What follows belongs to an exercise in optimizing a design on an open flow for small area, a short achievable clock period and few clock cycles per item; a production flow would make more cautious choices.
Function was checked by simulation only, so behaviour that the tests miss may differ from the original.
Power is estimated from default activity; no workload was simulated.

==> flow/design.v (excerpt) <==
module brute_force_matcher (
    input  logic        interface_clk,
    input  logic        rst,
    input  logic        i_load_valid,
    input  logic [72:0] i_load_word,     
    input  logic [1:0]  i_match_ready,
    output logic        o_load_ready,
    output logic [1:0]  o_match_valid,
    output logic [37:0] o_match          
);
Size in the first run: roughly 5100 cells after synthesis, about 120 I/O pins, roughly 0.083 mm2 of cells after synthesis.
export LEC_CHECK = 0
export ABC_CLOCK_PERIOD_IN_PS = 3000
export CAP_MARGIN = 20
export CORE_MARGIN = 2
export CORE_UTILIZATION = 40
export CTS_CLUSTER_DIAMETER = 60
export CTS_CLUSTER_SIZE = 24
export SETUP_SLACK_MARGIN = 5
export SLEW_MARGIN = 20
export TNS_END_PERCENT = 100
create_clock -name core_clock -period 9.5 [get_ports {interface_clk}]
standard.sh (not shown) runs the stock make flow with config.mk's settings and CLKGATE_MAP_FILE= SYNTH_SCRIPT=/design/flow/synth_recipe.tcl, a recipe that flattens the netlist after the stock synthesis.
==> flow/flow/run.sh <==
#!/bin/bash
# Layout flow: the standard synthesis, then a netlist clean-up of adder polarities
# (flow/fa_polarity.py: drops the inverters synthesis leaves between adder cells; registers
# and all other cells unchanged), then the standard ORFS steps from floorplan to finish,
# with the timing repair aimed below the clock period (SETUP_SLACK_MARGIN) and every
# port buffered with buf_4.
set -euo pipefail
MARGIN=6.2
R=orfs/results/sky130hd/brute_force_matcher/base
bash standard.sh synth > make_synth.log 2>&1
cp $R/1_2_yosys.v $R/1_2_yosys_std.v
python3 flow/fa_polarity.py $R/1_2_yosys_std.v $R/1_2_yosys.v > fa_polarity.log 2>&1
rm -f $R/1_synth.odb $R/1_synth.sdc
bash standard.sh SETUP_SLACK_MARGIN=$MARGIN "BUFFER_PORTS_ARGS=-buffer_cell sky130_fd_sc_hd__buf_4" finish > make_finish.log 2>&1
Other scripts of this flow, unchanged in this note and not shown: flow/flow/fa_polarity.py
The first run completed without violations.
Testbench counts at the start, summed over its fixed seeds: cycles 1,360, queries 1,024.
Rerun with:
--- a/flow/flow/run.sh
+++ b/flow/flow/run.sh
@@ -6,5 +6,5 @@
 # port buffered with buf_4.
 set -euo pipefail
-MARGIN=6.2
+MARGIN=6.3
 R=orfs/results/sky130hd/brute_force_matcher/base
 bash standard.sh synth > make_synth.log 2>&1
Outcome: Clock-buffer cell count rose by 1. Maximum frequency rose slightly. Synthesized area is unchanged. Cell area rose slightly. Via count rose slightly. First-iteration DRC count rose by a few percent. Synthesized cell count does not change. Worst hold slack is better by 0.0043 ns. Non-clock buffer count rose by 41.
Rerun with:
--- a/flow/flow/run.sh
+++ b/flow/flow/run.sh
@@ -6,5 +6,5 @@
 # port buffered with buf_4.
 set -euo pipefail
-MARGIN=6.3
+MARGIN=6.2
 R=orfs/results/sky130hd/brute_force_matcher/base
 bash standard.sh synth > make_synth.log 2>&1
- CTS_CLUSTER_DIAMETER: 60 -> default
- CTS_CLUSTER_SIZE: 24 -> default
Outcome:
- The changed run ran to the end with no violations
- total power is higher by 2.3%
- die area does not change
- sequential share of layout area is about the same
- hold slack gets worse by 0.0034 ns
- via count fell by 0.48%
- worst setup slack improved by 0.014 ns
- global-route usage is about the same
- routed wire length stays flat
Rerun with:
--- a/flow/flow/run.sh
+++ b/flow/flow/run.sh
@@ -6,5 +6,5 @@
 # port buffered with buf_4.
 set -euo pipefail
-MARGIN=6.2
+MARGIN=6.25
 R=orfs/results/sky130hd/brute_force_matcher/base
 bash standard.sh synth > make_synth.log 2>&1
After rerunning:
- The new run produced a clean layout
- flip-flop and latch count does not change
- global-route usage is about the same
- fmax stays flat
- worst setup slack stays flat
- hold slack hardly moves
Rerun with:
--- a/flow/flow/run.sh
+++ b/flow/flow/run.sh
@@ -6,5 +6,5 @@
 # port buffered with buf_4.
 set -euo pipefail
-MARGIN=6.25
+MARGIN=6.2
 R=orfs/results/sky130hd/brute_force_matcher/base
 bash standard.sh synth > make_synth.log 2>&1
- CAP_MARGIN: 20 -> 5
- CTS_CLUSTER_DIAMETER: default -> 60
- CTS_CLUSTER_SIZE: default -> 24
- SLEW_MARGIN: 20 -> 5
Effect:
- The changed run went through all stages and came out clean
- worst hold slack improves by 0.0086 ns
- global-route usage went down by 0.25 points
- sequential cell count is unchanged
- clock skew decreases by 0.011 ns
- design area drops by 2.7%
- sequential power stays flat
- fmax shrinks by 2.2%
Rerun with:
- CAP_MARGIN: 5 -> 20
- PLACE_DENSITY: default -> 0.75
- SLEW_MARGIN: 5 -> 20
Effect: Via count climbs by 2.7%. Sequential power hardly moves. Hold slack stays flat. Fmax drops by 3.2%. Flip-flop and latch count does not change. Design area drops by 1.1%. Global-route usage drops by 0.86 points. Wire length drops by 3.9%. Combinational power barely changes. Utilization drops by 0.51 points.


Another version of the RTL of brute_force_matcher (not shown whole).
Size: ~5300 cells after synthesis, ~120 I/O pins, about 0.084 mm2 of cells after synthesis.
==> flow/design.v (excerpt) <==
module brute_force_matcher (
    input  logic        interface_clk,
    input  logic        rst,
    input  logic        i_load_valid,
    input  logic [72:0] i_load_word,     
    input  logic [1:0]  i_match_ready,
    output logic        o_load_ready,
    output logic [1:0]  o_match_valid,
    output logic [37:0] o_match          
);
export LEC_CHECK = 0
export ABC_CLOCK_PERIOD_IN_PS = 3000
export CAP_MARGIN = 20
export CORE_MARGIN = 2
export CORE_UTILIZATION = 40
export CTS_BUF_LIST = sky130_fd_sc_hd__clkbuf_8
export SETUP_SLACK_MARGIN = 5
export SLEW_MARGIN = 20
export TNS_END_PERCENT = 100
create_clock -name core_clock -period 9.5 [get_ports {interface_clk}]
==> flow/flow/run.sh <==
#!/bin/bash
# Layout flow: the standard synthesis, then a netlist clean-up of adder polarities
# (flow/fa_polarity.py: drops the inverters synthesis leaves between adder cells; registers
# and all other cells unchanged), then the standard ORFS steps from floorplan to finish,
# with the timing repair aimed below the clock period (SETUP_SLACK_MARGIN) and every
# port buffered with buf_4.
set -euo pipefail
MARGIN=6.3
R=orfs/results/sky130hd/brute_force_matcher/base
bash standard.sh synth > make_synth.log 2>&1
cp $R/1_2_yosys.v $R/1_2_yosys_std.v
python3 flow/fa_polarity.py $R/1_2_yosys_std.v $R/1_2_yosys.v > fa_polarity.log 2>&1
rm -f $R/1_synth.odb $R/1_synth.sdc
bash standard.sh SETUP_SLACK_MARGIN=$MARGIN "BUFFER_PORTS_ARGS=-buffer_cell sky130_fd_sc_hd__buf_4" finish > make_finish.log 2>&1
Other scripts of this flow, unchanged in this note and not shown: flow/flow/fa_polarity.py
Testbench counts at the start, summed over its fixed seeds: cycles 1,360, queries 1,024.
Then changed:
--- a/flow/flow/run.sh
+++ b/flow/flow/run.sh
@@ -6,5 +6,5 @@
 # port buffered with buf_4.
 set -euo pipefail
-MARGIN=6.3
+MARGIN=6.2
 R=orfs/results/sky130hd/brute_force_matcher/base
 bash standard.sh synth > make_synth.log 2>&1
- CTS_BUF_LIST: sky130_fd_sc_hd__clkbuf_8 -> unset
Sequential share of layout area is higher by 0.40 points.
Core utilization is lower by 0.41 points.
Register-to-register slack got worse by 0.03 ns.
Clock power is higher by 8.2%.
Design area is lower by about 0.9%.
Cell count is lower by 3.4%.
Wire length is lower by 0.73%.
Sequential power hardly moves.
Synthesized area stays the same.
Synthesized cell count stays the same.
Setup slack improved by 0.14 ns.
Then changed:
==> flow/flow/run.sh (replaced) <==
#!/bin/bash
# Layout flow: the standard synthesis, then a netlist clean-up of adder polarities
# (flow/fa_polarity.py: drops the inverters synthesis leaves between adder cells; registers
# and all other cells unchanged), then the standard ORFS steps from floorplan to finish,
# with the timing repair aimed below the clock period (SETUP_SLACK_MARGIN).
set -euo pipefail
MARGIN=6.0
R=orfs/results/sky130hd/brute_force_matcher/base
bash standard.sh synth > make_synth.log 2>&1
cp $R/1_2_yosys.v $R/1_2_yosys_std.v
python3 flow/fa_polarity.py $R/1_2_yosys_std.v $R/1_2_yosys.v > fa_polarity.log 2>&1
rm -f $R/1_synth.odb $R/1_synth.sdc
bash standard.sh SETUP_SLACK_MARGIN=$MARGIN finish > make_finish.log 2>&1
Result:
- routed wire length increases by 0.66%
- area after synthesis stays the same
- design area is about the same
- maximum frequency decreases by 8.3%
- total power stays flat
- flip-flop and latch count stays the same
- via count increases by 0.39%
Then changed:
==> flow/flow/run.sh (replaced) <==
#!/bin/bash
# Layout flow: the standard synthesis, then a netlist clean-up of adder polarities
# (flow/fa_polarity.py: drops the inverters synthesis leaves between adder cells; registers
# and all other cells unchanged), then the standard ORFS steps from floorplan to finish,
# with the timing repair aimed below the clock period (SETUP_SLACK_MARGIN) and every
# port buffered with buf_4.
set -euo pipefail
MARGIN=6.4
R=orfs/results/sky130hd/brute_force_matcher/base
bash standard.sh synth > make_synth.log 2>&1
cp $R/1_2_yosys.v $R/1_2_yosys_std.v
python3 flow/fa_polarity.py $R/1_2_yosys_std.v $R/1_2_yosys.v > fa_polarity.log 2>&1
rm -f $R/1_synth.odb $R/1_synth.sdc
bash standard.sh SETUP_SLACK_MARGIN=$MARGIN "BUFFER_PORTS_ARGS=-buffer_cell sky130_fd_sc_hd__buf_4" finish > make_finish.log 2>&1
Clock power shrinks by 3.2%; worst setup slack gains 0.30 ns; final area goes up by 4.4%.
Then changed:
--- a/flow/flow/run.sh
+++ b/flow/flow/run.sh
@@ -6,5 +6,5 @@
 # port buffered with buf_4.
 set -euo pipefail
-MARGIN=6.4
+MARGIN=6.2
 R=orfs/results/sky130hd/brute_force_matcher/base
 bash standard.sh synth > make_synth.log 2>&1
- CORE_UTILIZATION: 40 -> 60
=> Die area goes down by a quarter to a third. Cell count goes down by roughly a tenth. Total power came out lower slightly. Via count shrinks by a few percent.

[static timing again, ports no longer ideal]
In the flow no input, the clock included, has a driving cell. The finished layouts below were timed again as built, in two steps. Step 1 sets driving cells, clkbuf_16 on the clock port and buf_2 on the other inputs (assumed; they add their load-dependent delay and slew). Step 2 moves the port delays by t, midway between the first and last clock arrival at a register: inputs arrive t later, outputs are due t later. That takes back most of the time a late clock gives input paths. Slacks: ideal ports / drivers / drivers and shift; pairs: ideal ports / drivers.
run	t, ns	setup WS [ns]	latest minus earliest clock arrival (ns)	pins driven straight from the clock port
the first run of note 1	0.869	6.185 / 6.138 / 5.379	0.039 / 0.039	1
the second run of note 1	0.880	6.209 / 6.126 / 5.479	0.049 / 0.048	1
the third run of note 1	0.896	6.224 / 6.129 / 5.401	0.056 / 0.056	1
the fourth run of note 1	0.883	6.224 / 6.138 / 5.420	0.070 / 0.069	1
the fifth run of note 1	0.861	6.149 / 6.147 / 5.351	0.056 / 0.056	1
the sixth run of note 1	0.838	6.039 / 6.096 / 5.258	0.108 / 0.108	1
the first run of note 2	1.058	6.075 / 5.994 / 5.247	0.097 / 0.097	1
the second run of note 2	0.902	6.217 / 6.124 / 5.491	0.078 / 0.079	1
the third run of note 2	0.917	5.920 / 5.971 / 5.054	0.059 / 0.059	1
the fourth run of note 2	0.906	6.217 / 6.126 / 5.562	0.070 / 0.070	1
the fifth run of note 2	0.874	6.198 / 6.174 / 5.452	0.029 / 0.030	1
After both steps setup and hold are still met in every run listed. For the third run of note 2, which loses most, drivers alone change the setup slack by +0.051 ns; drivers and shift together by -0.866 ns.
